Source: an optimization exercise on an open RTL-to-GDS flow (aim: a short achievable clock period and few clock cycles). Production flows keep margins and buffers that such runs may drop.
Function was checked by simulation only, so behaviour that the tests miss may differ from the original.
No activity file was given, so power comes from the tool's default toggle rates.

==> v35 <==
Design cpu_top, start of the top module:
module cpu_top #(
	parameter rv_pkg::word_t reset_pc = '0
) (
	input  logic          clock,
	input  logic          reset,
	output rv_pkg::word_t imem_addr,
	input  rv_pkg::word_t imem_data,
	output logic          wb_cyc,
	output logic          wb_stb,
	output logic          wb_we,
	output rv_pkg::word_t wb_adr,
	output rv_pkg::word_t wb_dat_w,
	input  rv_pkg::word_t wb_dat_r,
	input  logic          wb_ack
);
Settings: LEC_CHECK=0, ABC_CLOCK_PERIOD_IN_PS=2500, CAP_MARGIN=20, CORE_MARGIN=2, CORE_UTILIZATION=45, GPL_ROUTABILITY_DRIVEN=1, GPL_TIMING_DRIVEN=1, PLACE_DENSITY=0.55, SETUP_SLACK_MARGIN=4.0, SLEW_MARGIN=20; clock period 7.0 ns.
run.sh (not shown) runs the stock make flow with config.mk's settings and CLKGATE_MAP_FILE= SYNTH_SCRIPT=/design/flow/synth_recipe.tcl, a recipe that flattens the netlist after the stock synthesis.
==> v4 (differences from v35) <==
--- a/flow/design.v
+++ b/flow/design.v
@@ -68,19 +68,23 @@
 	localparam int QW = 2;    
 	logic [31:0] pc;
 	logic        x_valid;
 	logic        x_wr;        
 	logic        x_load;
 	logic        x_store;
 	logic        x_ldwr;      
 	logic        x_branch;    
-	logic        x_jal;
 	logic        x_sub;
-	logic [2:0]  x_fn;        
+	logic        x_s_sum;     
+	logic        x_s_slt;
+	logic        x_s_xor;
+	logic        x_s_or;
+	logic        x_s_and;
+	logic        x_s_link;
 	logic [4:0]  x_rd;
 	logic [31:0] x_a;         
 	logic [31:0] x_b;         
 	logic [31:0] x_opb;       
 	logic [31:0] x_link;
 	logic [31:0] x_target;
 	logic        w_wr;
 	logic [4:0]  w_rd;
@@ -172,16 +176,19 @@
 	logic        fx2;
 	logic [31:0] rs1_early;
 	logic [31:0] rs2_early;
 	logic [31:0] rs1_val;
 	logic [31:0] rs2_val;
 	logic [31:0] opb_early;
 	logic [31:0] opb_val;
 	logic [31:0] x_res;
+	logic [31:0] x_sum;
+	logic [31:0] x_nonsum;
+	logic        x_lt;
 	assign ld_now = bus_stb && wb_ack && !bus_we && bus_wr;
 	always_comb begin
 		if (f_rs1 == 5'd0) begin
 			rs1_early = '0;
 		end else if (w_wr && w_rd == f_rs1) begin
 			rs1_early = w_res;
 		end else if (ld_now && bus_rd == f_rs1) begin
 			rs1_early = wb_dat_r;
@@ -195,60 +202,53 @@
 		end else if (ld_now && bus_rd == f_rs2) begin
 			rs2_early = wb_dat_r;
 		end else begin
 			rs2_early = regs[f_rs2];
 		end
 	end
 	assign fx1 = x_valid && x_wr && x_rd == f_rs1 && f_rs1 != 5'd0;
 	assign fx2 = x_valid && x_wr && x_rd == f_rs2 && f_rs2 != 5'd0;
-	assign rs1_val   = fx1 ? x_res : rs1_early;
-	assign rs2_val   = fx2 ? x_res : rs2_early;
+	logic        op_fwd;
+	logic [31:0] opb_rest;
+	assign op_fwd    = f_is_op && fx2;
 	assign opb_early = f_is_op ? (rs2_early ^ {32{f_sub}}) : f_imm;
-	assign opb_val   = (f_is_op && fx2) ? (x_res ^ {32{f_sub}}) : opb_early;
+	assign opb_rest  = op_fwd ? (x_s_sum ? '0 : (x_nonsum ^ {32{f_sub}})) : opb_early;
+	assign rs1_val = ({32{fx1 && x_s_sum}} & x_sum) | (fx1 ? x_nonsum : rs1_early) |
+		{31'd0, fx1 && x_s_slt && x_lt};
+	assign rs2_val = ({32{fx2 && x_s_sum}} & x_sum) | (fx2 ? x_nonsum : rs2_early) |
+		{31'd0, fx2 && x_s_slt && x_lt};
+	assign opb_val = (({32{op_fwd && x_s_sum}} & (x_sum ^ {32{f_sub}})) | opb_rest) ^
+		{31'd0, op_fwd && x_s_slt && x_lt};
 	logic pend_rs1;
 	logic pend_rs2;
-	logic pend_rd;
 	logic f_hazard;
 	always_comb begin
 		pend_rs1 = (x_valid && x_ldwr && x_rd == f_rs1) ||
 			(bus_stb && bus_wr && !wb_ack && bus_rd == f_rs1);
 		pend_rs2 = (x_valid && x_ldwr && x_rd == f_rs2) ||
 			(bus_stb && bus_wr && !wb_ack && bus_rd == f_rs2);
-		pend_rd  = (x_valid && x_ldwr && x_rd == f_rd) ||
-			(bus_stb && bus_wr && !wb_ack && bus_rd == f_rd);
 		for (int i = 0; i < QD; i++) begin
 			pend_rs1 = pend_rs1 || (q_v[i] && q_wr[i] && q_rd[i] == f_rs1);
 			pend_rs2 = pend_rs2 || (q_v[i] && q_wr[i] && q_rd[i] == f_rs2);
-			pend_rd  = pend_rd  || (q_v[i] && q_wr[i] && q_rd[i] == f_rd);
 		end
 	end
-	assign f_hazard = (f_uses_rs1 && pend_rs1) || (f_uses_rs2 && pend_rs2) || (f_writes && pend_rd);
-	logic [31:0] x_sum;
-	logic        x_lt;
-	logic [31:0] x_alu;
+	assign f_hazard = (f_uses_rs1 && pend_rs1) || (f_uses_rs2 && pend_rs2);
 	logic        x_taken;
 	logic        x_mem;
 	logic        x_enq;
 	logic        f_memblock;
 	logic        q_empty;
 	logic [32:0] x_sum1;
 	assign x_sum1 = {x_a, 1'b1} + {x_opb, x_sub};
 	assign x_sum  = x_sum1[32:1];
 	assign x_lt  = (x_a[31] == x_opb[31]) ? x_a[31] : x_sum[31];
-	always_comb begin
-		case (x_fn)
-			3'd1: x_alu = {31'd0, x_lt};
-			3'd2: x_alu = x_a ^ x_opb;
-			3'd3: x_alu = x_a | x_opb;
-			3'd4: x_alu = x_a & x_opb;
-			default: x_alu = x_sum;
-		endcase
-	end
-	assign x_res   = x_jal ? x_link : x_alu;
+	assign x_nonsum = ({32{x_s_xor}} & (x_a ^ x_opb)) | ({32{x_s_or}} & (x_a | x_opb)) |
+		({32{x_s_and}} & (x_a & x_opb)) | ({32{x_s_link}} & x_link);
+	assign x_res    = ({32{x_s_sum}} & x_sum) | x_nonsum | {31'd0, x_s_slt && x_lt};
 	assign x_taken = x_valid && x_branch && x_a == x_b;
 	assign x_mem   = x_valid && (x_load || x_store);
 	assign f_memblock = (f_is_load || f_is_store) &&
 		(q_full || (q_near && x_mem && (bus_stb || !q_empty)));
 	assign q_empty = ~|q_v;
 	assign x_enq   = x_mem;
 	logic f_go;
 	assign f_go = !f_memblock && !f_hazard && !x_taken;
@@ -270,30 +270,33 @@
 	always_ff @(posedge clock or negedge reset) begin
 		if (!reset) begin
 			x_valid  <= 1'b0;
 			x_wr     <= 1'b0;
 			x_load   <= 1'b0;
 			x_store  <= 1'b0;
 			x_ldwr   <= 1'b0;
 			x_branch <= 1'b0;
-			x_jal    <= 1'b0;
 		end else begin
 			x_valid  <= f_go;
 			x_wr     <= f_go && f_writes && !f_is_load;
 			x_load   <= f_go && f_is_load;
 			x_store  <= f_go && f_is_store;
 			x_ldwr   <= f_go && f_is_load && f_writes;
 			x_branch <= f_go && f_is_branch;
-			x_jal    <= f_is_jal;
 		end
 	end
 	always_ff @(posedge clock) begin
 		x_sub    <= f_sub;
-		x_fn     <= f_fn;
+		x_s_sum  <= !f_is_jal && f_fn == 3'd0;
+		x_s_slt  <= f_fn == 3'd1;
+		x_s_xor  <= f_fn == 3'd2;
+		x_s_or   <= f_fn == 3'd3;
+		x_s_and  <= f_fn == 3'd4;
+		x_s_link <= f_is_jal;
 		x_rd     <= f_rd;
 		x_a      <= rs1_val;
 		x_b      <= rs2_val;
 		x_opb    <= opb_val;
 		x_link   <= f_pc4;
 		x_target <= f_btarget;
 	end
 	always_ff @(posedge clock or negedge reset) begin
@@ -365,35 +368,43 @@
 			if (q_push) begin
 				q_tail <= (q_tail == QW'(QD - 1)) ? '0 : q_tail + 1'b1;
 			end
 			if (q_pop) begin
 				q_head <= (q_head == QW'(QD - 1)) ? '0 : q_head + 1'b1;
 			end
 		end
 	end
+	logic f_kill;
+	logic x_ldwr_keep;
+	assign f_kill      = f_go && f_writes;
+	assign x_ldwr_keep = x_ldwr && !(f_kill && x_rd == f_rd);
 	always_ff @(posedge clock) begin
 		if (bus_free) begin
 			if (!q_empty) begin
 				bus_we  <= q_we[q_head];
 				bus_adr <= q_adr[q_head];
 				bus_dat <= q_dat[q_head];
-				bus_wr  <= q_wr[q_head];
+				bus_wr  <= q_wr[q_head] && !(f_kill && q_rd[q_head] == f_rd);
 				bus_rd  <= q_rd[q_head];
 			end else begin
 				bus_we  <= x_store;
 				bus_adr <= x_sum;
 				bus_dat <= x_b;
-				bus_wr  <= x_ldwr;
+				bus_wr  <= x_ldwr_keep;
 				bus_rd  <= x_rd;
 			end
+		end else if (f_kill && bus_rd == f_rd) begin
+			bus_wr <= 1'b0;
 		end
 		for (int i = 0; i < QD; i++) begin
 			if (q_push && q_tail == QW'(i)) begin
 				q_we[i]  <= x_store;
 				q_adr[i] <= x_sum;
 				q_dat[i] <= x_b;
-				q_wr[i]  <= x_ldwr;
+				q_wr[i]  <= x_ldwr_keep;
 				q_rd[i]  <= x_rd;
+			end else if (f_kill && q_rd[i] == f_rd) begin
+				q_wr[i] <= 1'b0;
 			end
 		end
 	end
 endmodule
==> notes.md <==
item	v4	v35
FILL cells	16559	16385
Adder and majority gate portion of the synthesized area	1.744%	1.766%
Non-CTS inverters	139	127
P_sw	9.287 mW	8.869 mW
Met3 GRT Util	30.16%	27.92%
Routed length on met3	98.73 mm	94.56 mm
Switching Share	34.63%	33.78%
All-layer global routing usage	54.57%	53.39%
Levels on crit path	11	15
Final worst path period need	3703 ps	3938 ps
Std cell rows	162	161
Non-clock buffers, area share	12.68%	12.17%
Total die area	0.1993 sq mm	0.1969 sq mm
Synthesized Nets	9767	9541
Via/cell ratio	7.409	7.434
Number of flip-flops and latches in the synthesized netlist	1536	1534
Met2 global-route usage	69.81%	68.88%
Growth of design area from synthesis to finish	31.29%	29.22%
Total internal power	17.53 mW	17.39 mW
Status	no timing/DRC/antenna violations	no timing/DRC/antenna violations
Starting utilization of the core area	45.23%	45.23%
Non-clk bufs	1331	1239
Die Ht	446.5 um	443.7 um
Post-Syn Area	0.08810 sq mm	0.08701 sq mm
Share of cell area taken by multi-input logic gates	45.03%	44.54%
Testbench counts of v35, summed over its fixed seeds: cycles 4,699.
Testbench counts of v4, summed over its fixed seeds: cycles 4,628.

-- re-timing with driven ports --
In the flow no input, the clock included, has a driving cell. The finished layouts below were timed again as built, in two steps.
Step 1 sets driving cells, clkbuf_16 on the clock port and buf_2 on the other inputs (assumed; they add their load-dependent delay and slew).
Step 2 adds t to the input delays and takes it off the output delays; t is the mean of the earliest and latest rising clock arrival at the registers after step 1. Input paths then give back, and output paths get back, about the clock's delay inside the block.
Three values: no drivers, after step 1, after step 2; two values: the first two.
run | shift t [ns] | setup WS [ns] | worst setup path at the end | clock arrival spread, ns | pins driven straight from the clock port
v35 | 0.976 | 3.062 / 2.944 / 1.967 | input to register | 0.055 / 0.055 | 1
v4 | 0.974 | 3.297 / 3.047 / 2.073 | input to register | 0.052 / 0.052 | 1
After both steps every run listed still meets setup and hold. For v4, which loses most, drivers alone change the setup slack by -0.250 ns; drivers and shift together by -1.224 ns.
